This design comes from an exercise in tuning for a short achievable clock period and few clock cycles on the open sky130 flow, not from production work. Function was checked by simulation only, so behaviour that the tests miss may differ from the original. Power figures rest on the tool's default switching activity, not on a simulated workload.

### flow/run.sh
#!/bin/bash
set -euo pipefail
REPAIR_MARGIN=6.0
export BUFFER_PORTS_ARGS="-buffer_cell sky130_fd_sc_hd__buf_4"
here=$(pwd)
# standard synthesis, unchanged
bash standard.sh synth > "$here/log_synth.txt" 2>&1
# the rest of the standard layout with a different repair target
sed -E "s/SETUP_SLACK_MARGIN=[-0-9.]+/SETUP_SLACK_MARGIN=${REPAIR_MARGIN}/" standard.sh > flow_std.sh
grep -q "SETUP_SLACK_MARGIN=${REPAIR_MARGIN}" flow_std.sh
for step in floorplan place cts route finish; do
  bash flow_std.sh $step > "$here/log_$step.txt" 2>&1
done
test -f out/final.def
### standard.sh
#!/bin/bash
# synth_recipe.tcl (not shown) runs the flow's synth.tcl, then flattens the netlist and writes it again
# the make line also repeats each setting of config.mk as NAME=value (left out here)
make -C /OpenROAD-flow-scripts/flow DESIGN_CONFIG=/design/flow/config.mk WORK_HOME=/design/flow/orfs CLKGATE_MAP_FILE= SYNTH_SCRIPT=/design/flow/synth_recipe.tcl "${@:-finish}"
### config.mk
export PLATFORM = sky130hd
export DESIGN_NAME = rv_core
export DESIGN_NICKNAME = rv_core
export VERILOG_FILES = /design/flow/design.v
export SDC_FILE = /design/flow/constraint.sdc
export NUM_CORES = 4
export LEC_CHECK = 0
export CAP_MARGIN = 20
export CORE_MARGIN = 2
export CORE_UTILIZATION = 40
export SETUP_SLACK_MARGIN = 5
export SLEW_MARGIN = 20
### constraint.sdc
create_clock -name core_clock -period 9.0 [get_ports {CLK}]
set_input_delay 1.8000 -clock core_clock [delete_from_list [all_inputs] [get_ports {CLK}]]
set_output_delay 1.8000 -clock core_clock [all_outputs]
set_load 0.01 [all_outputs]
### design.v
package rv_isa_pkg;
    typedef enum logic [6:0] {
        OP_LOAD   = 7'b0000011,
        OP_IMM    = 7'b0010011,
        OP_AUIPC  = 7'b0010111,
        OP_STORE  = 7'b0100011,
        OP_REG    = 7'b0110011,
        OP_LUI    = 7'b0110111,
        OP_BRANCH = 7'b1100011,
        OP_JALR   = 7'b1100111,
        OP_JAL    = 7'b1101111,
        OP_HALT   = 7'h7F         
    } opcode_e;
    typedef enum logic [3:0] {
        ADD      = 4'h0,
        SLL      = 4'h1,
        SLT      = 4'h2,
        SLTU     = 4'h3,
        XOR      = 4'h4,
        SRL      = 4'h5,
        OR       = 4'h6,
        AND      = 4'h7,
        SUB      = 4'h8,
        SRA      = 4'hD,
        PASS_IMM = 4'hF           
    } alu_op_e;
    typedef enum logic [2:0] {
        NONE = 3'd0,
        EQ   = 3'd1,
        NE   = 3'd2,
        LT   = 3'd3,
        GE   = 3'd4,
        LTU  = 3'd5,
        GEU  = 3'd6,
        JUMP = 3'd7               
    } br_cond_e;
    typedef enum logic [1:0] {
        BYTE = 2'd0,              
        HALF = 2'd1,
        WORD = 2'd2
    } mem_size_e;
endpackage
package core_pipe_pkg;
    typedef logic [$clog2(32)-1:0] reg_idx_t;
    typedef struct packed {
        logic [32-1:0] pc;
        logic [31:0]      inst;
    } fetch_pkt_t;
    typedef struct packed {
        logic [32-1:0] pc;
        reg_idx_t         rs1;
        reg_idx_t         rs2;
        reg_idx_t         rd;
        logic             reg_we;
        logic [3:0]       alu_op;
        logic [2:0]       br_cond;
        logic [1:0]       mem_size;
        logic             load;
        logic             store;
        logic             load_unsigned;
        logic             use_imm;        
        logic             jalr;
        logic             halt;
        logic [32-1:0] rs1_val;        
        logic [32-1:0] rs2_val;
        logic [32-1:0] imm;
        logic [32-1:0] alu_imm;        
    } dec_pkt_t;
    typedef struct packed {
        logic [32-1:0] pc;
        reg_idx_t         rd;
        logic             reg_we;
        logic [32-1:0] alu_res;
        logic             load;
        logic [1:0]       mem_size;
        logic             load_unsigned;
        logic [1:0]       byte_off;
        logic             halt;
    } exe_pkt_t;
    typedef struct packed {
        logic             valid;
        reg_idx_t         rd;
        logic [32-1:0] data;
    } wb_t;
    typedef struct packed {
        logic             valid;
        logic [32-1:0] target;
    } redirect_t;
    typedef struct packed {
        logic [32-1:0] addr;
        logic [32-1:0] wdata;
        logic [3:0]       mask;           
        logic             re;
    } dmem_req_t;
    typedef struct packed {
        logic             valid;
        logic [32-1:0] pc;
    } retire_t;
endpackage
`timescale 1ns/10ps
module stage_reg #(
    parameter int W = 1                  
) (
    input  logic         CLK,
    input  logic         rst_n,
    input  logic         flush,
    input  logic         freeze,
    input  logic         in_valid,
    input  logic [W-1:0] in_data,
    output logic         out_valid,
    output logic [W-1:0] out_data
);
    always_ff @(posedge CLK) begin
        if (!rst_n) begin
            out_valid <= 1'b0;
        end else if (flush) begin
            out_valid <= 1'b0;           
        end else if (!freeze) begin
            out_valid <= in_valid;
        end
    end
    always_ff @(posedge CLK) begin
        if (!freeze) begin
            out_data <= in_data;         
        end
    end
endmodule
`timescale 1ns/10ps
import rv_isa_pkg::*;
import core_pipe_pkg::*;
module inst_decode (
    input  logic       CLK,
    input  logic       rst_n,
    input  logic       in_valid,
    input  core_pipe_pkg::fetch_pkt_t in_pkt,
    input  core_pipe_pkg::wb_t        wb,
    output core_pipe_pkg::dec_pkt_t   out_pkt
);
    logic [31:0]      inst;
    logic [6:0]       opcode;
    logic [2:0]       funct3;
    core_pipe_pkg::reg_idx_t rs1;
    core_pipe_pkg::reg_idx_t rs2;
    logic [32-1:0] imm_i;
    logic [32-1:0] imm_s;
    logic [32-1:0] imm_b;
    logic [32-1:0] imm_u;
    logic [32-1:0] imm_j;
    logic [32-1:0] rs1_val;
    logic [32-1:0] rs2_val;
    logic [32-1:0] regs [32];
    assign inst   = in_pkt.inst;
    assign opcode = inst[6:0];
    assign funct3 = inst[14:12];
    assign rs1    = inst[19:15];
    assign rs2    = inst[24:20];
    assign imm_i = {{(32-12){inst[31]}}, inst[31:20]};
    assign imm_s = {{(32-12){inst[31]}}, inst[31:25], inst[11:7]};
    assign imm_b = {{(32-13){inst[31]}}, inst[31], inst[7], inst[30:25], inst[11:8], 1'b0};
    assign imm_u = {inst[31:12], 12'b0};
    assign imm_j = {{(32-21){inst[31]}}, inst[31], inst[19:12], inst[20], inst[30:21], 1'b0};
    always_ff @(posedge CLK) begin
        if (rst_n && wb.valid) begin
            regs[wb.rd] <= wb.data;      
        end
    end
    assign rs1_val = (rs1 == '0) ? '0 : (wb.valid && wb.rd == rs1) ? wb.data : regs[rs1];
    assign rs2_val = (rs2 == '0) ? '0 : (wb.valid && wb.rd == rs2) ? wb.data : regs[rs2];
    always_comb begin
        out_pkt               = '0;
        out_pkt.pc            = in_pkt.pc;
        out_pkt.rs1           = rs1;
        out_pkt.rs2           = rs2;
        out_pkt.rd            = inst[11:7];
        out_pkt.alu_op        = ADD;
        out_pkt.br_cond       = NONE;
        out_pkt.mem_size      = funct3[1:0];
        out_pkt.load_unsigned = funct3[2];
        out_pkt.rs1_val       = rs1_val;
        out_pkt.rs2_val       = rs2_val;
        case (opcode)
            OP_LUI: begin
                out_pkt.reg_we  = 1'b1;
                out_pkt.alu_op  = PASS_IMM;
                out_pkt.imm     = imm_u;
                out_pkt.alu_imm = imm_u;
            end
            OP_AUIPC: begin
                out_pkt.reg_we  = 1'b1;
                out_pkt.alu_op  = PASS_IMM;
                out_pkt.imm     = imm_u;
                out_pkt.alu_imm = in_pkt.pc + imm_u;
            end
            OP_JAL, OP_JALR: begin
                out_pkt.reg_we  = 1'b1;
                out_pkt.alu_op  = PASS_IMM;
                out_pkt.br_cond = JUMP;
                out_pkt.jalr    = (opcode == OP_JALR);
                out_pkt.imm     = (opcode == OP_JALR) ? imm_i : imm_j;
                out_pkt.alu_imm = in_pkt.pc + 'd4;      
            end
            OP_BRANCH: begin
                out_pkt.imm = imm_b;
                case (funct3)
                    3'b000:  out_pkt.br_cond = EQ;
                    3'b001:  out_pkt.br_cond = NE;
                    3'b100:  out_pkt.br_cond = LT;
                    3'b101:  out_pkt.br_cond = GE;
                    3'b110:  out_pkt.br_cond = LTU;
                    3'b111:  out_pkt.br_cond = GEU;
                    default: out_pkt.br_cond = NONE;
                endcase
            end
            OP_LOAD: begin
                out_pkt.reg_we  = 1'b1;
                out_pkt.load    = 1'b1;
                out_pkt.use_imm = 1'b1;
                out_pkt.imm     = imm_i;
            end
            OP_STORE: begin
                out_pkt.store   = 1'b1;
                out_pkt.use_imm = 1'b1;
                out_pkt.imm     = imm_s;
            end
            OP_IMM: begin
                out_pkt.reg_we  = 1'b1;
                out_pkt.use_imm = 1'b1;
                out_pkt.imm     = imm_i;
                out_pkt.alu_op  = {(funct3 == 3'b101) & inst[30], funct3};
            end
            OP_REG: begin
                out_pkt.reg_we = 1'b1;
                out_pkt.alu_op = {inst[30], funct3};
            end
            OP_HALT: out_pkt.halt = 1'b1;
            default: ;
        endcase
        if (!in_valid) begin             
            out_pkt.reg_we  = 1'b0;
            out_pkt.load    = 1'b0;
            out_pkt.store   = 1'b0;
            out_pkt.halt    = 1'b0;
            out_pkt.br_cond = NONE;
        end
    end
endmodule
`timescale 1ns/10ps
import rv_isa_pkg::*;
import core_pipe_pkg::*;
module inst_execute (
    input  logic      in_valid,
    input  core_pipe_pkg::dec_pkt_t  in_pkt,
    input  core_pipe_pkg::wb_t       fwd,
    output core_pipe_pkg::exe_pkt_t  out_pkt,
    output core_pipe_pkg::dmem_req_t dmem_req,
    output core_pipe_pkg::redirect_t redirect
);
    logic [32-1:0] op_a;
    logic [32-1:0] rs2_val;
    logic [32-1:0] op_b;
    logic [32-1:0] alu_res;
    logic [32-1:0] mem_addr;
    logic [32-1:0] jump_target;
    logic [32-1:0] store_data;
    logic [3:0]       base_mask;
    logic [1:0]       mask_shift;
    logic             taken;
    logic             cmp_eq;
    logic             cmp_lt;
    logic             cmp_ltu;
    assign op_a    = (fwd.valid && fwd.rd == in_pkt.rs1) ? fwd.data : in_pkt.rs1_val;
    assign rs2_val = (fwd.valid && fwd.rd == in_pkt.rs2) ? fwd.data : in_pkt.rs2_val;
    assign op_b    = in_pkt.use_imm ? in_pkt.imm : rs2_val;
    always_comb begin
        case (in_pkt.alu_op)
            ADD:      alu_res = op_a + op_b;
            SUB:      alu_res = op_a - op_b;
            SLL:      alu_res = op_a << op_b[4:0];
            SLT:      alu_res = {{(32-1){1'b0}}, $signed(op_a) < $signed(op_b)};
            SLTU:     alu_res = {{(32-1){1'b0}}, op_a < op_b};
            XOR:      alu_res = op_a ^ op_b;
            SRL:      alu_res = op_a >> op_b[4:0];
            SRA:      alu_res = $signed(op_a) >>> op_b[4:0];
            OR:       alu_res = op_a | op_b;
            AND:      alu_res = op_a & op_b;
            PASS_IMM: alu_res = in_pkt.alu_imm;
            default:  alu_res = '0;
        endcase
    end
    assign cmp_eq  = (op_a == rs2_val);
    assign cmp_lt  = ($signed(op_a) < $signed(rs2_val));
    assign cmp_ltu = (op_a < rs2_val);
    always_comb begin
        case (in_pkt.br_cond)
            EQ:      taken = cmp_eq;
            NE:      taken = !cmp_eq;
            LT:      taken = cmp_lt;
            GE:      taken = !cmp_lt;
            LTU:     taken = cmp_ltu;
            GEU:     taken = !cmp_ltu;
            JUMP:    taken = 1'b1;
            default: taken = 1'b0;
        endcase
    end
    assign jump_target = in_pkt.jalr ? ((op_a + in_pkt.imm) & {{(32-1){1'b1}}, 1'b0})
                                     : (in_pkt.pc + in_pkt.imm);
    assign redirect.valid  = in_valid && (taken || in_pkt.halt);
    assign redirect.target = in_pkt.halt ? in_pkt.pc : jump_target;
    assign mem_addr = op_a + in_pkt.imm;
    always_comb begin
        case (in_pkt.mem_size)
            BYTE: begin
                store_data = {4{rs2_val[7:0]}};
                base_mask  = 4'b0001;
                mask_shift = mem_addr[1:0];
            end
            HALF: begin
                store_data = {2{rs2_val[15:0]}};
                base_mask  = 4'b0011;
                mask_shift = {mem_addr[1], 1'b0};    
            end
            default: begin
                store_data = rs2_val;
                base_mask  = 4'b1111;
                mask_shift = 2'b00;
            end
        endcase
    end
    assign dmem_req.addr  = mem_addr;
    assign dmem_req.wdata = store_data;
    assign dmem_req.mask  = (in_valid && in_pkt.store) ? (base_mask << mask_shift) : 4'b0000;
    assign dmem_req.re    = in_valid && in_pkt.load;
    always_comb begin
        out_pkt               = '0;
        out_pkt.pc            = in_pkt.pc;
        out_pkt.rd            = in_pkt.rd;
        out_pkt.reg_we        = in_pkt.reg_we;
        out_pkt.alu_res       = alu_res;
        out_pkt.load          = in_pkt.load;
        out_pkt.mem_size      = in_pkt.mem_size;
        out_pkt.load_unsigned = in_pkt.load_unsigned;
        out_pkt.byte_off      = mem_addr[1:0];       
        out_pkt.halt          = in_pkt.halt;
    end
endmodule
`timescale 1ns/10ps
import rv_isa_pkg::*;
import core_pipe_pkg::*;
module inst_result (
    input  logic             CLK,
    input  logic             rst_n,
    input  logic             in_valid,
    input  core_pipe_pkg::exe_pkt_t         in_pkt,
    input  logic [32-1:0] dmem_rdata,
    output core_pipe_pkg::wb_t              wb,
    output core_pipe_pkg::retire_t          retire,
    output logic             halt
);
    logic             halt_q;
    logic             live;
    logic [7:0]       byte_val;
    logic [15:0]      half_val;
    logic [32-1:0] load_val;
    assign live = in_valid && !halt_q;   
    assign byte_val = dmem_rdata[{in_pkt.byte_off, 3'b000} +: 8];
    assign half_val = in_pkt.byte_off[1] ? dmem_rdata[31:16] : dmem_rdata[15:0];
    always_comb begin
        case (in_pkt.mem_size)
            BYTE:    load_val = {{(32-8){byte_val[7] & !in_pkt.load_unsigned}}, byte_val};
            HALF:    load_val = {{(32-16){half_val[15] & !in_pkt.load_unsigned}}, half_val};
            default: load_val = dmem_rdata;
        endcase
    end
    assign wb.valid = live && in_pkt.reg_we && (in_pkt.rd != '0);
    assign wb.rd    = in_pkt.rd;
    assign wb.data  = in_pkt.load ? load_val : in_pkt.alu_res;
    assign retire.valid = live;
    assign retire.pc    = in_pkt.pc;
    always_ff @(posedge CLK) begin
        if (!rst_n) begin
            halt_q <= 1'b0;
        end else if (live && in_pkt.halt) begin
            halt_q <= 1'b1;              
        end
    end
    assign halt = halt_q;
endmodule
`timescale 1ns/10ps
module rv_core (
    input  logic             CLK,
    input  logic             rst_n,
    output logic [32-1:0] imem_addr,
    input  logic [32-1:0] imem_data,
    output logic [32-1:0] dmem_addr,
    output logic [32-1:0] dmem_wdata,
    output logic [3:0]       dmem_mask,
    output logic             dmem_re,
    input  logic [32-1:0] dmem_rdata,
    output logic             retire_valid,
    output logic [32-1:0] retire_pc,
    output logic             halt
);
    localparam int NB = 4;               
    logic [31:0]   pc_f;
    logic [NB-1:0] btb_v;
    logic [29:0]   btb_tag [NB];
    logic [31:0]   btb_tgt [NB];
    logic [1:0]    btb_rr;
    logic          bu_ins, bu_inv;            
    logic          bq_go, bq_taken0, bq_bhit, bq_jalr, bq_cond, bq_jrok;
    logic [1:0]    bu_idx;
    logic [29:0]   bu_tag;
    logic [31:0]   bu_tgt;
    logic          d_valid;
    logic [31:0]   pc_d;
    logic [31:13]  d_hb_p1, d_hb_m1;         
    logic          d_bhit;                    
    logic [31:0]   d_ptgt;
    logic [1:0]    d_pidx;
    logic          d_use_hold;
    logic [31:0]   d_hold;
    logic          de_valid;
    logic [31:0]   de_pc, de_pc4;
    logic [31:0]   de_r1, de_r2, de_imm;
    logic [31:0]   de_k1, de_k2;              
    logic          de_kok, de_jp;
    logic [31:12]  de_av_hi;                  
    logic          de_a_m, de_a_ml, de_a_wl;  
    logic          de_b_m, de_b_ml, de_b_wl;
    logic [4:0]    de_rd;
    logic          de_we;
    logic          de_load, de_store, de_brj, de_jalr, de_halt;
    logic          de_rt, de_rf;              
    logic [2:0]    de_f3;
    logic          de_sub, de_sra;
    logic          de_s_rra, de_s_rrs, de_s_mra, de_s_mrs;              
    logic          de_s_rma, de_s_rms, de_s_mma;
    logic [10:0]   de_op;                     
    logic [6:0]    de_bc;                     
    logic          de_bhit;
    logic [1:0]    de_pidx;
    logic          em_valid;
    logic [31:0]   em_pc;
    logic          em_we;
    logic [4:0]    em_rd;
    logic [31:0]   em_res;
    logic          em_load;
    logic [2:0]    em_f3;
    logic [1:0]    em_boff;
    logic [31:0]   dq_addr, dq_wdata;
    logic [3:0]    dq_mask;
    logic          dq_re;
    logic          mw_we;
    logic [4:0]    mw_rd;
    logic [31:0]   mw_res;
    logic          mw_load;
    logic [2:0]    mw_f3;
    logic [1:0]    mw_boff;
    logic          halt_q;
    logic [31:0]   regs [1:31];
    assign imem_addr    = pc_f;
    assign dmem_addr    = dq_addr;
    assign dmem_wdata   = dq_wdata;
    assign dmem_mask    = dq_mask;
    assign dmem_re      = dq_re;
    assign retire_valid = em_valid;
    assign retire_pc    = em_pc;
    assign halt         = halt_q;
    logic [31:0] w_val, ld_val;
    logic [7:0]  w_byte;
    logic [15:0] w_half;
    assign w_byte = dmem_rdata[{mw_boff, 3'b000} +: 8];
    assign w_half = mw_boff[1] ? dmem_rdata[31:16] : dmem_rdata[15:0];
    always_comb begin
        case (mw_f3)
            3'd0:    ld_val = {{24{w_byte[7]}}, w_byte};
            3'd1:    ld_val = {{16{w_half[15]}}, w_half};
            3'd4:    ld_val = {24'b0, w_byte};
            3'd5:    ld_val = {16'b0, w_half};
            default: ld_val = dmem_rdata;
        endcase
    end
    assign w_val = mw_load ? ld_val : mw_res;
    always_ff @(posedge CLK) begin
        if (!rst_n) begin
            mw_we <= 1'b0;
        end else begin
            mw_we <= em_valid & em_we;
        end
        mw_rd   <= em_rd;
        mw_res  <= em_res;
        mw_load <= em_load;
        mw_f3   <= em_f3;
        mw_boff <= em_boff;
        if (mw_we) regs[mw_rd] <= w_val;
    end
    logic          stall;
    logic          e_go;
    logic [31:0]   a, b, sum, agu, alu, pct;
    logic          lt, ltu, eq, cond, jr_ok, e_redirect, e_halt, taken;
    logic [31:0]   redir_tgt;
    assign stall = de_valid & (de_a_ml | de_a_wl | de_b_ml | de_b_wl);
    assign e_go  = de_valid & ~(de_a_ml | de_a_wl | de_b_ml | de_b_wl);
    assign a = de_a_m ? em_res : de_r1;
    assign b = de_b_m ? em_res : de_r2;
    function automatic logic [31:0] ks_add(input logic [31:0] x, input logic [31:0] y,
                                           input logic ci);
        logic [31:0] g, t, p, h, tt, r;
        g = x & y;
        t = x | y;
        p = x ^ y;
        g[0] = g[0] | (p[0] & ci);
        t[0] = t[0] | ci;
        h[0]  = g[0];
        tt[0] = 1'b1;
        for (int i = 1; i < 32; i++) begin
            h[i]  = g[i] | g[i-1];
            tt[i] = t[i-1] & ((i >= 2) ? t[i-2] : 1'b1);
        end
        for (int d = 2; d < 32; d = d * 2) begin
            for (int i = 31; i >= d; i--) begin
                h[i]  = h[i] | (tt[i] & h[i-d]);
                tt[i] = tt[i] & tt[i-d];
            end
        end
        r[0] = p[0] ^ ci;
        for (int i = 1; i < 32; i++) r[i] = p[i] ^ (t[i-1] & h[i-1]);
        ks_add = r;
    endfunction
    function automatic logic [2:0] cmp3(input logic [31:0] x, input logic [31:0] y);
        logic [30:0] l, e;
        logic        se;
        l = ~x[30:0] & y[30:0];
        e = ~(x[30:0] ^ y[30:0]);
        for (int d = 1; d < 31; d = d * 2) begin
            for (int i = 30; i >= d; i--) begin
                l[i] = l[i] | (e[i] & l[i-d]);
                e[i] = e[i] & e[i-d];
            end
        end
        se = ~(x[31] ^ y[31]);
        cmp3 = {se & e[30], (x[31] & ~y[31]) | (se & l[30]), (~x[31] & y[31]) | (se & l[30])};
    endfunction
    logic [31:0] s_rra, s_rrs, s_mra, s_mrs, s_rma, s_rms, s_mma, agu_r, agu_m;
    logic [2:0]  c_rr, c_mr, c_rm, c_mm, cmpv;
    logic        ok_r, ok_m;
    assign s_rra = ks_add(de_r1, de_r2, 1'b0);
    assign s_rrs = ks_add(de_r1, ~de_r2, 1'b1);
    assign s_mra = ks_add(em_res, de_r2, 1'b0);
    assign s_mrs = ks_add(em_res, ~de_r2, 1'b1);
    assign s_rma = ks_add(de_r1, em_res, 1'b0);
    assign s_rms = ks_add(de_r1, ~em_res, 1'b1);
    assign s_mma = ks_add(em_res, em_res, 1'b0);
    assign c_rr  = cmp3(de_r1, de_r2);
    assign c_mr  = cmp3(em_res, de_r2);
    assign c_rm  = cmp3(de_r1, em_res);
    assign c_mm  = cmp3(em_res, em_res);
    assign agu_r = ks_add(de_r1, de_imm, 1'b0);
    assign agu_m = ks_add(em_res, de_imm, 1'b0);
    assign ok_r  = (de_r1 == de_k1) | (de_r1 == de_k2);
    assign ok_m  = (em_res == de_k1) | (em_res == de_k2);
    always_comb begin
        case ({de_a_m, de_b_m})
            2'b00:   cmpv = c_rr;
            2'b10:   cmpv = c_mr;
            2'b01:   cmpv = c_rm;
            default: cmpv = c_mm;
        endcase
    end
    assign sum = ({32{de_s_rra}} & s_rra) | ({32{de_s_rrs}} & s_rrs) |
                 ({32{de_s_mra}} & s_mra) | ({32{de_s_mrs}} & s_mrs) |
                 ({32{de_s_rma}} & s_rma) | ({32{de_s_rms}} & s_rms) | ({32{de_s_mma}} & s_mma);
    assign eq  = cmpv[2];
    assign lt  = cmpv[1];
    assign ltu = cmpv[0];
    assign agu = de_a_m ? agu_m : agu_r;
    assign pct = de_pc + de_imm;
    logic signed [31:0] a_s, sra;
    assign a_s = a;
    assign sra = a_s >>> b[4:0];
    assign alu = sum |
                 ({32{de_op[1]}} & (a << b[4:0])) |
                 ({32{de_op[2]}} & {31'b0, lt}) |
                 ({32{de_op[3]}} & {31'b0, ltu}) |
                 ({32{de_op[4]}} & (a ^ b)) |
                 ({32{de_op[5]}} & (de_sra ? sra : (a >> b[4:0]))) |
                 ({32{de_op[6]}} & (a | b)) |
                 ({32{de_op[7]}} & (a & b)) |
                 ({32{de_op[8]}} & de_imm) |
                 ({32{de_op[9]}} & pct) |
                 ({32{de_op[10]}} & de_pc4);
    function automatic logic bcond(input logic [6:0] bc, input logic [2:0] c);
        bcond = (bc[0] & c[2]) | (bc[1] & ~c[2]) | (bc[2] & c[1]) | (bc[3] & ~c[1]) |
                (bc[4] & c[0]) | (bc[5] & ~c[0]) | bc[6];
    endfunction
    logic cd_rr, cd_mr, cd_rm, cd_mm;
    assign cd_rr = bcond(de_bc, c_rr);
    assign cd_mr = bcond(de_bc, c_mr);
    assign cd_rm = bcond(de_bc, c_rm);
    assign cd_mm = bcond(de_bc, c_mm);
    always_comb begin
        case ({de_a_m, de_b_m})
            2'b00:   cond = cd_rr;
            2'b10:   cond = cd_mr;
            2'b01:   cond = cd_rm;
            default: cond = cd_mm;
        endcase
    end
    assign jr_ok = (de_bhit | de_jp) & de_kok & (de_a_m ? ok_m : ok_r);
    assign e_redirect = e_go & ((de_brj & (cond ? de_rt : de_rf)) | (de_jalr & ~jr_ok));
    assign e_halt     = e_go & de_halt;
    assign taken      = (de_brj & cond) | de_jalr;
    logic [31:0] st_data;
    logic [3:0]  st_mask;
    always_comb begin
        case (de_f3[1:0])
            2'd0: begin st_data = {4{b[7:0]}};  st_mask = 4'b0001 << agu[1:0]; end
            2'd1: begin st_data = {2{b[15:0]}}; st_mask = 4'b0011 << {agu[1], 1'b0}; end
            default: begin st_data = b; st_mask = 4'b1111; end
        endcase
    end
    always_ff @(posedge CLK) begin
        if (!rst_n) begin
            em_valid <= 1'b0;
            dq_re    <= 1'b0;
            dq_mask  <= 4'b0000;
            halt_q   <= 1'b0;
        end else begin
            em_valid <= e_go;
            dq_re    <= e_go & de_load;
            dq_mask  <= (e_go & de_store) ? st_mask : 4'b0000;
            if (e_halt) halt_q <= 1'b1;
        end
        dq_addr  <= agu;
        dq_wdata <= st_data;
        em_pc    <= de_pc;
        em_we    <= de_we;
        em_rd    <= de_rd;
        em_res   <= alu;
        em_load  <= de_load;
        em_f3    <= de_f3;
        em_boff  <= agu[1:0];
    end
    logic [NB-1:0] f_hitv;
    logic          f_hit;
    logic [31:0]   f_tgt;
    logic [1:0]    f_idx;
    logic          d_redirect;
    logic [31:0]   d_tgt;
    always_comb begin
        f_tgt = '0;
        for (int i = 0; i < NB; i++) begin
            f_hitv[i] = btb_v[i] && (btb_tag[i] == pc_f[31:2]);
            f_tgt = f_tgt | ({32{f_hitv[i]}} & btb_tgt[i]);
        end
    end
    assign f_hit = |f_hitv;
    assign f_idx = {f_hitv[2] | f_hitv[3], f_hitv[1] | f_hitv[3]};
    logic [31:0] pc_nrm, pc_ct, pc_cf, pc_jr, pc_next;
    assign pc_nrm  = d_redirect ? d_tgt : stall ? pc_f : f_hit ? f_tgt : pc_f + 32'd4;
    assign pc_jr   = jr_ok ? pc_nrm : {agu[31:1], 1'b0};
    assign pc_ct   = (e_go & de_jalr) ? pc_jr : (e_go & de_brj & de_rt) ? pct : pc_nrm;
    assign pc_cf   = (e_go & de_jalr) ? pc_jr : (e_go & de_brj & de_rf) ? de_pc4 : pc_nrm;
    assign pc_next = cond ? pc_ct : pc_cf;
    always_ff @(posedge CLK) begin
        if (!rst_n) begin
            pc_f <= 32'h0000_0000;
        end else begin
            pc_f <= pc_next;
        end
    end
    always_ff @(posedge CLK) begin
        if (!rst_n) begin
            bq_go <= 1'b0;
        end else begin
            bq_go <= e_go;
        end
        bq_taken0 <= de_brj;
        bq_bhit   <= de_bhit;
        bq_jalr   <= de_jalr;
        bq_cond   <= cond;
        bq_jrok   <= jr_ok;
        bu_idx <= de_pidx;
        bu_tag <= de_pc[31:2];
        bu_tgt <= de_jalr ? {agu[31:1], 1'b0} : pct;
    end
    assign bu_ins = bq_go & ((bq_taken0 & bq_cond) | bq_jalr) & ~bq_bhit;
    assign bu_inv = bq_go & bq_bhit & (bq_jalr ? ~bq_jrok : ~bq_cond);
    always_ff @(posedge CLK) begin
        if (!rst_n) begin
            btb_v  <= '0;
            btb_rr <= '0;
        end else begin
            if (bu_inv) btb_v[bu_idx] <= 1'b0;
            if (bu_ins) begin
                btb_v[btb_rr] <= 1'b1;
                btb_rr        <= btb_rr + 2'd1;
            end
        end
        if (bu_ins) begin
            btb_tag[btb_rr] <= bu_tag;
            btb_tgt[btb_rr] <= bu_tgt;
        end
    end
    logic [31:0] inst;
    logic [6:0]  opc;
    logic [2:0]  f3;
    logic [4:0]  rs1, rs2, rd;
    logic [31:0] imm_i, imm_s, imm_b, imm_u, imm_j, d_imm;
    logic        o_lui, o_auipc, o_jal, o_jalr, o_br, o_ld, o_st, o_imm, o_reg, o_halt;
    logic        use1, use2, d_we, tnext, d_sub, d_add;
    logic        m1, w1, x1, m2, w2, x2;
    logic [31:0] r1, r2, rf1, rf2, d_pc4;
    assign inst = d_use_hold ? d_hold : imem_data;
    assign opc  = inst[6:0];
    assign f3   = inst[14:12];
    assign rs1  = inst[19:15];
    assign rs2  = inst[24:20];
    assign rd   = inst[11:7];
    assign imm_i = {{20{inst[31]}}, inst[31:20]};
    assign imm_s = {{20{inst[31]}}, inst[31:25], inst[11:7]};
    assign imm_b = {{19{inst[31]}}, inst[31], inst[7], inst[30:25], inst[11:8], 1'b0};
    assign imm_u = {inst[31:12], 12'b0};
    assign imm_j = {{11{inst[31]}}, inst[31], inst[19:12], inst[20], inst[30:21], 1'b0};
    assign o_lui   = opc == 7'b0110111;
    assign o_auipc = opc == 7'b0010111;
    assign o_jal   = opc == 7'b1101111;
    assign o_jalr  = opc == 7'b1100111;
    assign o_br    = opc == 7'b1100011;
    assign o_ld    = opc == 7'b0000011;
    assign o_st    = opc == 7'b0100011;
    assign o_imm   = opc == 7'b0010011;
    assign o_reg   = opc == 7'b0110011;
    assign o_halt  = opc == 7'h7F;
    always_comb begin
        d_imm = imm_i;
        if (o_st) d_imm = imm_s;
        if (o_br) d_imm = imm_b;
        if (o_lui | o_auipc) d_imm = imm_u;
        if (o_jal) d_imm = imm_j;
    end
    assign d_pc4 = pc_d + 32'd4;
    assign tnext = (o_br & imm_b == 32'd4) | (o_jal & imm_j == 32'd4);
    logic        fjal, fbbr, cb;
    logic [12:0] f_off, tb_lo;
    assign fjal  = imem_data[6:0] == 7'b1101111 && imem_data[19:12] == {8{imem_data[31]}};
    assign fbbr  = imem_data[6:0] == 7'b1100011 && imem_data[31];
    assign f_off = imem_data[2] ? {imem_data[31], imem_data[20], imem_data[30:21], 1'b0}
                                : {imem_data[31], imem_data[7], imem_data[30:25], imem_data[11:8], 1'b0};
    assign {cb, tb_lo} = {1'b0, pc_d[12:0]} + {1'b0, f_off};
    logic        fjalr, cjr, d_jpred;
    logic [11:0] tjr_lo;
    assign fjalr = imem_data[6:0] == 7'b1100111 && imem_data[19:15] == de_rd && de_we &&
                   de_valid && de_op[9];
    assign {cjr, tjr_lo} = {1'b0, de_pc[11:0]} + {1'b0, imem_data[31:20]};
    assign d_jpred = d_valid & ~d_use_hold & ~stall & ~d_bhit & fjalr & (cjr == imem_data[31]);
    assign d_redirect = (d_valid & ~d_use_hold & ~stall & ~d_bhit & (fjal | fbbr) &
                         ~(fjal & imem_data[31:12] == 20'h00400)) | d_jpred;
    assign d_tgt      = (imem_data[2] & ~imem_data[3]) ? {de_av_hi, tjr_lo[11:1], 1'b0}
                                     : {imem_data[31] ? (cb ? pc_d[31:13] : d_hb_m1)
                                                      : (cb ? d_hb_p1 : pc_d[31:13]), tb_lo};
    assign d_sub = o_reg & f3 == 3'd0 & inst[30];
    assign d_add = (o_reg | o_imm) & f3 == 3'd0;
    assign use1 = o_jalr | o_br | o_ld | o_st | o_imm | o_reg;
    assign use2 = o_br | o_st | o_reg;
    assign d_we = (o_lui | o_auipc | o_jal | o_jalr | o_ld | o_imm | o_reg) & (rd != 5'd0);
    assign m1 = use1 & de_valid & de_we & (de_rd == rs1);
    assign w1 = use1 & em_valid & em_we & (em_rd == rs1);
    assign x1 = use1 & mw_we & (mw_rd == rs1);
    assign m2 = use2 & de_valid & de_we & (de_rd == rs2);
    assign w2 = use2 & em_valid & em_we & (em_rd == rs2);
    assign x2 = use2 & mw_we & (mw_rd == rs2);
    assign rf1 = (rs1 == 5'd0) ? 32'd0 : regs[rs1];
    assign rf2 = (rs2 == 5'd0) ? 32'd0 : regs[rs2];
    assign r1  = w1 ? em_res : x1 ? w_val : rf1;
    assign r2  = ~use2 ? d_imm : w2 ? em_res : x2 ? w_val : rf2;
    always_ff @(posedge CLK) begin
        if (!rst_n) begin
            d_valid    <= 1'b0;
            d_use_hold <= 1'b0;
        end else begin
            d_use_hold <= stall;
            if (e_redirect | e_halt | halt_q | d_redirect) d_valid <= 1'b0;
            else if (!stall) d_valid <= 1'b1;
        end
        if (stall) d_hold <= inst;
        if (!stall) begin
            pc_d    <= pc_f;
            d_hb_p1 <= pc_f[31:13] + 19'd1;
            d_hb_m1 <= pc_f[31:13] - 19'd1;
            d_bhit <= f_hit;
            d_ptgt <= f_tgt;
            d_pidx <= f_idx;
        end
    end
    always_ff @(posedge CLK) begin
        if (!rst_n) begin
            de_valid <= 1'b0;
        end else if (e_redirect | e_halt | halt_q) begin
            de_valid <= 1'b0;
        end else if (!stall) begin
            de_valid <= d_valid;
        end
        if (stall) begin
            if (de_a_m)  de_r1 <= em_res;
            if (de_a_wl) de_r1 <= w_val;
            de_a_m  <= 1'b0;
            de_a_wl <= de_a_ml;
            de_a_ml <= 1'b0;
            if (de_b_m)  de_r2 <= em_res;
            if (de_b_wl) de_r2 <= w_val;
            de_s_rra <= de_s_rra | de_s_mra | de_s_rma | de_s_mma;
            de_s_rrs <= de_s_rrs | de_s_mrs | de_s_rms | (de_sub & de_a_m & de_b_m);
            de_s_mra <= 1'b0;
            de_s_mrs <= 1'b0;
            de_s_rma <= 1'b0;
            de_s_rms <= 1'b0;
            de_s_mma <= 1'b0;
            de_b_m  <= 1'b0;
            de_b_wl <= de_b_ml;
            de_b_ml <= 1'b0;
        end else begin
            de_pc    <= pc_d;
            de_pc4   <= d_pc4;
            de_r1    <= r1;
            de_r2    <= r2;
            de_imm   <= d_imm;
            de_k1    <= d_jpred ? {de_av_hi, de_pc[11:0]}
                                : d_ptgt - {{20{imem_data[31]}}, imem_data[31:20]};
            de_k2    <= d_jpred ? {de_av_hi, de_pc[11:0]}
                                : {d_ptgt[31:1], 1'b1} - {{20{imem_data[31]}}, imem_data[31:20]};
            de_av_hi <= pc_d[31:12] + inst[31:12];
            de_jp    <= d_jpred;
            de_kok   <= ~d_use_hold;
            de_a_m   <= m1 & ~de_load;
            de_a_ml  <= m1 & de_load;
            de_a_wl  <= ~m1 & w1 & em_load;
            de_b_m   <= m2 & ~de_load;
            de_b_ml  <= m2 & de_load;
            de_b_wl  <= ~m2 & w2 & em_load;
            de_rd    <= rd;
            de_we    <= d_we;
            de_load  <= o_ld;
            de_store <= o_st;
            de_brj   <= (o_br | o_jal) & ~tnext;
            de_jalr  <= o_jalr;
            de_halt  <= o_halt;
            de_rt    <= ~d_bhit & ~d_redirect;
            de_rf    <= d_bhit | d_redirect;
            de_f3    <= f3;
            de_sub   <= d_sub;
            de_sra   <= (o_reg | o_imm) & f3 == 3'd5 & inst[30];
            de_s_rra <= d_add & ~d_sub & ~(m1 & ~de_load) & ~(m2 & ~de_load);
            de_s_rrs <= d_add & d_sub & ~(m1 & ~de_load) & ~(m2 & ~de_load);
            de_s_mra <= d_add & ~d_sub & (m1 & ~de_load) & ~(m2 & ~de_load);
            de_s_mrs <= d_add & d_sub & (m1 & ~de_load) & ~(m2 & ~de_load);
            de_s_rma <= d_add & ~d_sub & ~(m1 & ~de_load) & (m2 & ~de_load);
            de_s_rms <= d_add & d_sub & ~(m1 & ~de_load) & (m2 & ~de_load);
            de_s_mma <= d_add & ~d_sub & (m1 & ~de_load) & (m2 & ~de_load);
            de_op[0] <= (o_reg | o_imm) & f3 == 3'd0;
            de_op[1] <= (o_reg | o_imm) & f3 == 3'd1;
            de_op[2] <= (o_reg | o_imm) & f3 == 3'd2;
            de_op[3] <= (o_reg | o_imm) & f3 == 3'd3;
            de_op[4] <= (o_reg | o_imm) & f3 == 3'd4;
            de_op[5] <= (o_reg | o_imm) & f3 == 3'd5;
            de_op[6] <= (o_reg | o_imm) & f3 == 3'd6;
            de_op[7] <= (o_reg | o_imm) & f3 == 3'd7;
            de_op[8] <= o_lui;
            de_op[9] <= o_auipc;
            de_op[10] <= o_jal | o_jalr;
            de_bc[0] <= o_br & f3 == 3'd0;
            de_bc[1] <= o_br & f3 == 3'd1;
            de_bc[2] <= o_br & f3 == 3'd4;
            de_bc[3] <= o_br & f3 == 3'd5;
            de_bc[4] <= o_br & f3 == 3'd6;
            de_bc[5] <= o_br & f3 == 3'd7;
            de_bc[6] <= o_jal;
            de_bhit  <= d_bhit;
            de_pidx  <= d_pidx;
        end
    end
endmodule
==> results of run 1 <==
-- cells by family after synthesis --
logic type | count (synthesis) | share of synthesized area, %
AO/OA/AOI/OAI | 2629 | 15.14
XOR/XNOR | 645 | 4.793
multiplexers | 249 | 2.204
buffers and inverters | 1234 | 4.013
AND/OR/NAND/NOR | 5300 | 19.88
flip-flops | 1940 | 46.49
adder cells (fa/ha/maj) | 698 | 7.480
-- what timing repair did --
action,4_1_cts,5_1_grt
setup endpoints to repair,1708,1413
hold endpoints to repair,0,0
setup buffers,817,428
pin swaps,604,591
resized for setup,2741,1111
cloned,190,57
-- through the flow --
step	std cells	hold WS (ns)	setup slack [ns]
floorplan	12700	0.3096	4.139
global placement	16330	0.3103	2.701
detailed placement	16330	0.3136	2.805
CTS	17740	0.3224	4.881
global route	18230	0.3285	4.655
finish	18260	0.3262	4.657
-- power breakdown --
part	internal (mW)	switching, mW	total, mW
Combinational	3.47	5.73	9.20
Sequential	10.1	0.262	10.4
Clock	4.96	4.02	8.98
Total	18.6	10.0	28.6
-- flip-flops by register name, indices dropped and copies added, names as in the netlist, 32 cells and up --
register / flops
dq_addr: 32
pc_f: 32
regs: 992
de_r1: 32
de_k1: 32
btb_tag: 120
de_imm: 32
mw_res: 32
de_r2: 32
pc_d: 32
btb_tgt: 128
bu_tgt: 32
dq_wdata: 32
em_res: 32
d_hold: 32
de_pc: 32
de_k2: 32
d_ptgt: 32
-- layout by cell type (no fill, tap or decap), types with 113 or more instances in the layout --
master                          n
sky130_fd_sc_hd__nand2_1     2460
sky130_fd_sc_hd__edfxtp_1    1594
sky130_fd_sc_hd__nand3_1     1002
sky130_fd_sc_hd__buf_4        986
sky130_fd_sc_hd__nor2_1       642
sky130_fd_sc_hd__ha_1         565
sky130_fd_sc_hd__xnor2_1      456
sky130_fd_sc_hd__buf_6        443
sky130_fd_sc_hd__a21oi_1      308
sky130_fd_sc_hd__o21ai_0      273
sky130_fd_sc_hd__clkbuf_16    264
sky130_fd_sc_hd__inv_1        263
sky130_fd_sc_hd__buf_12       253
sky130_fd_sc_hd__a311oi_2     218
sky130_fd_sc_hd__o211ai_1     195
sky130_fd_sc_hd__dfxtp_1      187
sky130_fd_sc_hd__nor3_1       170
sky130_fd_sc_hd__buf_16       157
sky130_fd_sc_hd__and3_1       139
sky130_fd_sc_hd__o21ai_1      137
sky130_fd_sc_hd__a21oi_2      134
sky130_fd_sc_hd__xor2_1       133
sky130_fd_sc_hd__clkinvlp_4   132
sky130_fd_sc_hd__nand4_1      113
-- worst min-delay path by stage --
stage	to	slack, ns	startpoint
finish	mw_f3[1]$_DFF_P_	0.33	em_f3[1]$_DFF_P_
global route	mw_f3[2]$_DFF_P_	0.33	em_f3[2]$_DFF_P_
CTS	mw_f3[1]$_DFF_P_	0.32	em_f3[1]$_DFF_P_
detailed placement	mw_f3[1]$_DFF_P_	0.31	em_f3[1]$_DFF_P_
global placement	mw_f3[0]$_DFF_P_	0.31	em_f3[0]$_DFF_P_
floorplan	mw_f3[0]$_DFF_P_	0.31	em_f3[0]$_DFF_P_
-- metal layers --
metal | global-route usage [%] | vias up
met1 | 50.27 | 58930
met3 | 16.06 | 3736
met2 | 60.31 | 11480
met5 | 0.2691 | -
met4 | 38.04 | 36
li1 | - | 49370
-- area by class of cell --
class,count,share of cell area [%]
inverter,390,1.246
clock inverter,104,0.5629
clock buffer,293,3.614
sequential,1940,33.43
timing repair inverter,57,0.3164
multi-input combinational,9531,42.67
timing repair buffer,1988,15.13
tap,3919,2.973
antenna,42,0.06373
==> impl_metrics.csv, run 1 <==
group,metric,value,unit
critical_path,cp-start-kind,"register",
detailed_routing,drt_wl_total,691300,um
detailed_routing,routedLengthMet1,226000,um
timing,finalHoldViolCount,0,
critical_path,critPathArrivalTime,5.16,ns
placed_design,globalplace.congestion,1.093,
global_route,global_route_wire_length_before_repair,896200,um
critical_path,regToRegEndpoint,"pc_f[13]$_SDFF_PN0_",
critical_path,critical_path.startpoint,"em_res[18]$_DFF_P_",
placed_design,dpl_cell_area,125100,um^2
critical_path,slowest_library_cell_on_the_worst_path,"sky130_fd_sc_hd__a211oi_2",
run,max_cap_violations,0,
detailed_routing,route.vias.total,123500,
synthesis,synthTopCellsByArea,"sky130_fd_sc_hd__edfxtp_1, sky130_fd_sc_hd__nand2_1, sky130_fd_sc_hd__ha_1, sky130_fd_sc_hd__dfxtp_1, sky130_fd_sc_hd__nand3_1",
synthesis,post_synth_num_cell_types,102,
synthesis,synth_enable_flop_cells,1594,
detailed_routing,wl_met2,274700,um
clock_tree,clk_transition_reported_paths,0.06,ns
timing,fin_worst_skew,0.1253,ns
timing,final.period_utilization,48.25,%
synthesis,yosysWarnings,1,
placed_design,port-buffer-count,200,
critical_path,critPathCapture,"pc_f[13]$_SDFF_PN0_",
outcome,status,"finished clean",
clock_tree,cts_made_buffers,217,
detailed_routing,detailedRoute.firstIterationViolations,21010,
critical_path,worstPathCellList,"buf_6 -> inv_1 -> ha_2 -> nor2b_1 -> o21ai_0 -> a31oi_1 -> a211oi_2 -> o21ai_4 -> nor2_2 -> nand2_1 -> a211o_2 -> buf_12 -> buf_12 -> nand2_8 -> nand3_4 -> or3_1 -> o221ai_1",
critical_path,cp.depth,17,
critical_path,path_common_cell,"sky130_fd_sc_hd__buf_12",
detailed_routing,detail_route.first_pass.iterations,12,
critical_path,timing.reg2reg.worst_path_depth,17,
die,ioPinCount,201,
critical_path,reg2reg_launch_point,"em_res[18]$_DFF_P_",
synthesis,post-synth-top-count-cell,"sky130_fd_sc_hd__nand2_1",
clock_tree,cts.htree.levels,4,
timing,slew_at_the_pin_closest_to_its_max_slew_limit,1.336,ns
critical_path,cp_top_family,"compound AO/OA/AOI/OAI gates",
clock_tree,cts_tree,"done",
synthesis,postSynthCellCount,12700,
synthesis,postSynthRegisterBits,1940,
global_route,grt_max_degree,80,
global_route,grt-ovfl-total,0,
synthesis,ys_async_sr_fraction,0,%
timing,maxClockFrequency,0.2303,GHz
global_route,global_route.usage.total,42.65,%
detailed_routing,maxUsedRoutingLayer,"met5",
placed_design,hpwl,393300,um
global_route,number_of_antenna_violations_at_the_first_check_in_global_routing,71,
final_layout,final_core_utilization,56.18,%
critical_path,critical-path-max-stage-delay,0.54,ns
timing,timing.max_slew.rel_slack,10.48,%
final_layout,area.sequential,55130,um^2
die,dieArea,299000,um^2
clock_tree,worstSkewPairLatency,0.99,ns
detailed_routing,detail_route.vias_per_cell,6.764,
synthesis,ys.flop_type,"sky130_fd_sc_hd__edfxtp_1",
final_layout,num-fill-cells,24540,
power,worst_ir_drop_vdd,0.2187,mV
synthesis,synth.largest_area_cell,"sky130_fd_sc_hd__edfxtp_1",
clock_tree,cts_root_buffer,"sky130_fd_sc_hd__clkbuf_16",
min_path,timing.hold.worst_path_depth,0,
power,total_power,28.59,mW
detailed_routing,wire_per_inst,37.85,um
final_layout,multi_input_area,70360,um^2
critical_path,endpoint_kind,"register",
clock_tree,hold_buffers,0,
power,power.static_leakage,62.63,nW
detailed_routing,drc_errors,0,
min_path,worstHoldPathType,"register to register",
critical_path,path_max_fanout,14,
synthesis,postSynthAreaPerCell,9.284,um^2
detailed_routing,drt.antenna.violating_nets,0,
final_layout,finalNetCount,14890,
die,die_h,546.8,um
die,placementRows,199,
critical_path,cp_data_required_time,9.82,ns
timing,finalWorstPathRequiredPeriod,4.343,ns
timing,setup_tns,0,ns
clock_tree,clkSinkCount,1940,
die,initial_core_util,40.15,%
critical_path,worst-path-buf-inv,4,
power,power.density_cell_area,173.3,nW/um^2
die,die_w,546.8,um
synthesis,fraction_of_the_yosys_area_taken_by_sequential_cells,46.49,%
die,core_area,293600,um^2
timing,rsz0062_at_grt,"yes",
synthesis,ys_top_cells_by_count,"sky130_fd_sc_hd__nand2_1, sky130_fd_sc_hd__edfxtp_1, sky130_fd_sc_hd__nand3_1, sky130_fd_sc_hd__nor2_1, sky130_fd_sc_hd__ha_1",
final_layout,layout-drive-gt1-share,30.66,%
final_layout,area.growth.synth_to_final,39.92,%
synthesis,synth.cell_area,117900,um^2
timing,maxSlewViolCount,0,
critical_path,worst-setup-path-type,"register to register",
global_route,grt_pass1_vias,110900,
final_layout,final_design_area_no_fill,164900,um^2
critical_path,ff2ff_setup_slack,4.66,ns
clock_tree,cts_max_path_buffers,4,
timing,report.final.setup_viol,0,
detailed_routing,wl_met3,107500,um
synthesis,netlist.area_leader.share,40.61,%
Testbench counts, summed over its fixed seeds: cycles 18,349.
==> run 2, diff against run 1 <==
--- a/design.v
+++ b/design.v
@@ -401,7 +401,9 @@
     output logic             halt
 );
     localparam int NB = 4;               
-    logic [31:0]   pc_f;
+    logic [31:0]   pc_f;                      
+    logic [31:0]   pc_a, pc_b;
+    logic          pc_sel, pc_seln;
     logic [NB-1:0] btb_v;
     logic [29:0]   btb_tag [NB];
     logic [31:0]   btb_tgt [NB];
@@ -458,7 +460,7 @@
     logic [1:0]    mw_boff;
     logic          halt_q;
     logic [31:0]   regs [1:31];
-    assign imem_addr    = pc_f;
+    assign imem_addr    = {pc_a[31:12], pc_seln ? pc_b[11:2] : pc_a[11:2], 2'b00};
     assign dmem_addr    = dq_addr;
     assign dmem_wdata   = dq_wdata;
     assign dmem_mask    = dq_mask;
@@ -656,17 +658,23 @@
     end
     assign f_hit = |f_hitv;
     assign f_idx = {f_hitv[2] | f_hitv[3], f_hitv[1] | f_hitv[3]};
-    logic [31:0] pc_nrm, pc_ct, pc_cf, pc_jr, pc_next;
+    logic [31:0] pc_nrm, pc_ct, pc_cf, pc_jr;
     assign pc_nrm  = d_redirect ? d_tgt : stall ? pc_f : f_hit ? f_tgt : pc_f + 32'd4;
     assign pc_jr   = jr_ok ? pc_nrm : {agu[31:1], 1'b0};
     assign pc_ct   = (e_go & de_jalr) ? pc_jr : (e_go & de_brj & de_rt) ? pct : pc_nrm;
     assign pc_cf   = (e_go & de_jalr) ? pc_jr : (e_go & de_brj & de_rf) ? de_pc4 : pc_nrm;
-    assign pc_next = cond ? pc_ct : pc_cf;
+    assign pc_f = pc_sel ? pc_a : pc_b;
     always_ff @(posedge CLK) begin
         if (!rst_n) begin
-            pc_f <= 32'h0000_0000;
+            pc_a   <= 32'h0000_0000;
+            pc_b   <= 32'h0000_0000;
+            pc_sel  <= 1'b0;
+            pc_seln <= 1'b1;
         end else begin
-            pc_f <= pc_next;
+            pc_seln <= ~cond;
+            pc_a   <= pc_ct;
+            pc_b   <= pc_cf;
+            pc_sel <= cond;
         end
     end
     always_ff @(posedge CLK) begin
--- a/config.mk
+++ b/config.mk
@@ -5,8 +5,8 @@
 export SDC_FILE = /design/flow/constraint.sdc
 export NUM_CORES = 4
 export LEC_CHECK = 0
-export CAP_MARGIN = 20
+export CAP_MARGIN = 30
 export CORE_MARGIN = 2
 export CORE_UTILIZATION = 40
 export SETUP_SLACK_MARGIN = 5
-export SLEW_MARGIN = 20
+export SLEW_MARGIN = 30
==> impl_metrics.csv, run 2 <==
group,metric,value,unit
final_layout,mostFrequentLayoutCell,"sky130_fd_sc_hd__nand2_1",
power,worst_ir_drop_vdd,0.2018,mV
critical_path,worst-setup-path-type,"register to register",
critical_path,worstPathCellList,"inv_1 -> ha_4 -> nor4_4 -> nand4_1 -> nor4_4 -> mux2i_1 -> nand3_1 -> a21oi_2 -> a2111oi_2 -> or4b_4 -> mux2i_2 -> nor4_1",
synthesis,synth_top_family_by_area,"simple AND/OR/NAND/NOR gates",
synthesis,post_synth_num_cell_types,110,
critical_path,endpoint_kind,"register",
clock_tree,clk_transition_reported_paths,0.06,ns
final_layout,reg.largest.list,"regs x992, btb_tgt x128, btb_tag x120",
synthesis,postSynthRegisterBits,1974,
synthesis,ys_async_sr_fraction,0,%
placed_design,port-buffer-count,198,
critical_path,critPathCapture,"d_valid$_SDFFE_PP0N_",
placed_design,hpwl,380300,um
critical_path,reg2reg_launch_point,"de_r2[5]$_DFF_P_",
detailed_routing,detailedRoute.firstIterationViolations,22470,
timing,finalHoldViolCount,0,
synthesis,ys.flop_type,"sky130_fd_sc_hd__edfxtp_1",
power,power.static_leakage,64.45,nW
clock_tree,cts_tree,"done",
final_layout,layout-drive-gt1-share,31.40,%
critical_path,path_max_fanout,6,
synthesis,fraction_of_the_yosys_area_taken_by_sequential_cells,46.63,%
critical_path,cp.depth,12,
critical_path,slowest_library_cell_on_the_worst_path,"sky130_fd_sc_hd__nor4_4",
final_layout,largest_register,"regs",
critical_path,regToRegEndpoint,"d_valid$_SDFFE_PP0N_",
synthesis,post_synth_fa_ha_maj_area_fraction,7.357,%
timing,rsz0062_at_grt,"yes",
critical_path,cp_data_required_time,9.85,ns
global_route,global_route_wire_length_before_repair,905100,um
synthesis,synth_simple_gate_area_share,19.05,%
power,combinationalPowerShare,24.9,%
critical_path,timing.reg2reg.worst_path_depth,12,
synthesis,netlist.area_leader.share,40.23,%
detailed_routing,route.vias.total,124200,
final_layout,finalNetCount,14880,
die,die_h,549.4,um
timing,maxClockFrequency,0.2109,GHz
power,clkPwrFrac,35.7,%
power,power_switching_share,31.96,%
detailed_routing,drc_errors,0,
min_path,worstHoldPathType,"register to register",
synthesis,postSynthAreaPerCell,9.387,um^2
critical_path,worst-path-buf-inv,1,
timing,setup_tns,0,ns
final_layout,largest_register_ffs,992,
synthesis,synth.area.mux_share,2.754,%
synthesis,synth_enable_flop_cells,1594,
synthesis,ys_top_cells_by_count,"sky130_fd_sc_hd__nand2_1, sky130_fd_sc_hd__edfxtp_1, sky130_fd_sc_hd__nand3_1, sky130_fd_sc_hd__nor2_1, sky130_fd_sc_hd__ha_1",
critical_path,cp_top_family,"simple AND/OR/NAND/NOR gates",
timing,maxSlewViolCount,0,
die,ioPinCount,201,
timing,finalWorstPathRequiredPeriod,4.742,ns
final_layout,layout.cells.most_common_list,"sky130_fd_sc_hd__nand2_1, sky130_fd_sc_hd__edfxtp_1, sky130_fd_sc_hd__buf_4, sky130_fd_sc_hd__nand3_1, sky130_fd_sc_hd__nor2_1",
clock_tree,cts_made_buffers,217,
timing,timing.max_slew.rel_slack,16.00,%
critical_path,cp-start-kind,"register",
power,power.density_cell_area,155.4,nW/um^2
final_layout,area.growth.synth_to_final,40.46,%
die,initial_core_util,40.16,%
detailed_routing,drt_wl_total,686800,um
synthesis,postSynthCellCount,12670,
die,dieArea,301800,um^2
power,power_frac_seq,39.4,%
die,placementRows,200,
timing,report.final.setup_viol,0,
detailed_routing,drt.antenna.violating_nets,0,
global_route,grt_pass1_vias,112100,
die,core_area,296300,um^2
placed_design,globalplace.congestion,1.076,
power,power.internal,17.67,mW
global_route,grt_max_degree,77,
synthesis,synthTopCellsByArea,"sky130_fd_sc_hd__edfxtp_1, sky130_fd_sc_hd__nand2_1, sky130_fd_sc_hd__ha_1, sky130_fd_sc_hd__dfxtp_1, sky130_fd_sc_hd__nand3_1",
power,total_power,25.97,mW
detailed_routing,wire_per_inst,37.55,um
clock_tree,clkSinkCount,1974,
global_route,grt-ovfl-total,0,
synthesis,yosysWarnings,1,
detailed_routing,detail_route.first_pass.iterations,12,
timing,fin_worst_skew,0.1504,ns
critical_path,critical-path-max-stage-delay,0.93,ns
critical_path,ff2ff_setup_slack,4.26,ns
outcome,status,"finished clean",
critical_path,path_common_cell,"sky130_fd_sc_hd__nor4_4",
global_route,number_of_antenna_violations_at_the_first_check_in_global_routing,69,
synthesis,complex_gate_fraction_of_the_synthesized_area,15.04,%
critical_path,critical_path.startpoint,"de_r2[5]$_DFF_P_",
global_route,global_route.usage.total,42.85,%
detailed_routing,detail_route.vias_per_cell,6.792,
clock_tree,cts.htree.levels,4,
timing,final.period_utilization,52.69,%
run,max_cap_violations,0,
die,die_w,549.4,um
clock_tree,cts_root_buffer,"sky130_fd_sc_hd__clkbuf_16",
critical_path,critPathArrivalTime,5.60,ns
synthesis,post_synth_xor_area_fraction,5.022,%
synthesis,synth.cell_area,119000,um^2
synthesis,synth.largest_area_cell,"sky130_fd_sc_hd__edfxtp_1",
power,power.net_switching,8.301,mW
timing,slew_at_the_pin_closest_to_its_max_slew_limit,1.254,ns
clock_tree,worstSkewPairLatency,1.01,ns
synthesis,post-synth-top-count-cell,"sky130_fd_sc_hd__nand2_1",
clock_tree,cts_max_path_buffers,4,
==> run 2: cell types whose count changed after synthesis, moves of 34 or more <==
cell | previous run | this run
sky130_fd_sc_hd__nand2_1 | 2595 | 2496
sky130_fd_sc_hd__o21ai_0 | 576 | 489
sky130_fd_sc_hd__a21oi_1 | 500 | 566
sky130_fd_sc_hd__xnor2_1 | 494 | 538
sky130_fd_sc_hd__a311oi_1 | 341 | 383
sky130_fd_sc_hd__mux2i_1 | 176 | 217
sky130_fd_sc_hd__nand3_1 | 1042 | 1001
sky130_fd_sc_hd__a211oi_1 | 79 | 119
sky130_fd_sc_hd__inv_1 | 381 | 418
sky130_fd_sc_hd__buf_2 | 57 | 23
sky130_fd_sc_hd__dfxtp_1 | 346 | 380
sky130_fd_sc_hd__o221ai_1 | 78 | 44
==> run 2: per-stage QoR <==
step	area [um^2]	cells	utilization [%]	hold WS [ns]	setup WS, ns
2_1_floorplan	119800	12680	-	0.3096	4.031
4_1_cts	157800	17840	53.26	0.3292	4.740
5_1_grt	167000	18250	56.37	0.3316	4.328
3_5_place_dp	126200	16330	42.58	0.3200	3.064
6_report	167100	18290	56.40	0.3317	4.258
3_3_place_gp	125700	16320	42.44	0.3127	2.953
==> run 2: repair_timing <==
| action | 4_1_cts | 5_1_grt |
|---|---|---|
| pin swaps | 719 | 642 |
| setup buffers | 903 | 358 |
| resized for setup | 2765 | 1115 |
| hold buffers | 0 | 0 |
| gates cloned | 201 | 35 |
| endpoints found under the setup margin | 1691 | 1257 |
==> run 2: cell type report <==
class                      instances  area [um^2]
clock inverter                   106         1033
antenna                           52        130.1
timing repair inverter            22        269.0
clock buffer                     295         6100
sequential                      1974        55860
inverter                         442         2231
multi-input combinational       9463        71310
timing repair buffer            1999        25250
tap                             3939         4928
fill                           24510       129200
==> run 2: cell families after synthesis <==
logic type                 count (synthesis)
muxes                                    299
DFF                                     1974
adders and majority gates                693
and+or+nand+nor                         5143
AOI/OAI and AO/OA                       2625
other                                      1
buffers and inverters                   1260
xor gates and xnor gates                 679
==> run 2: how the worst min path moves through the flow <==
stage / to / cells after the start / from / slack, ns
floorplan: mw_f3[0]$_DFF_P_ / 0 / em_f3[0]$_DFF_P_ / 0.31
global placement: mw_f3[1]$_DFF_P_ / 0 / em_f3[1]$_DFF_P_ / 0.31
detailed placement: mw_f3[0]$_DFF_P_ / 0 / em_f3[0]$_DFF_P_ / 0.32
CTS: mw_f3[0]$_DFF_P_ / 0 / em_f3[0]$_DFF_P_ / 0.33
global route: mw_f3[0]$_DFF_P_ / 0 / em_f3[0]$_DFF_P_ / 0.33
finish: mw_f3[1]$_DFF_P_ / 0 / em_f3[1]$_DFF_P_ / 0.33
==> run 2: power by group through the flow <==
| stage | Combinational, mW | Sequential, mW | Clock, mW |
|---|---|---|---|
| finish | 6.46 | 10.2 | 9.27 |
| global route | 6.53 | 10.2 | 9.51 |
| CTS | 5.52 | 10.2 | 9.14 |
| detailed placement | 3.92 | 10.4 | 0 |
| global placement | 3.91 | 10.4 | 0 |
| floorplan | 2.23 | 10.3 | 0 |
==> run 2: routing by layer <==
layer	share of wire, %	vias to the layer above	global-route usage, %
met5	0.11	-	0.6489
li1	-	49320	-
met2	40	11860	60.02
met1	32	58980	48.57
met4	12	32	40.19
met3	16	4046	18.70
Testbench counts of run 2, summed over its fixed seeds: cycles 18,349.

-- port drivers added, routing unchanged --
How much do the figures lean on ideal ports? The routed layouts below were timed once more, with nothing changed but the port constraints.
Step 1 sets driving cells, clkbuf_16 on the clock port and buf_2 on the other inputs (assumed; they add their load-dependent delay and slew).
Step 2 moves the port delays by t, midway between the first and last clock arrival at a register: inputs arrive t later, outputs are due t later. That takes back most of the time a late clock gives input paths.
Three values: no drivers, after step 1, after step 2; two values: the first two.
| run | t, ns | setup slack, ns | worst setup path after step 2 | cell pins on the clock port's net |
|---|---|---|---|---|
| run 1 | 1.035 | 4.657 / 4.657 / 3.686 | input to register | 1 |
| run 2 | 1.042 | 4.258 / 4.258 / 3.673 | input to register | 1 |
After both steps every run listed still meets setup and hold. For run 1, which loses most, drivers alone change the setup slack by 0.000 ns; drivers and shift together by -0.971 ns.
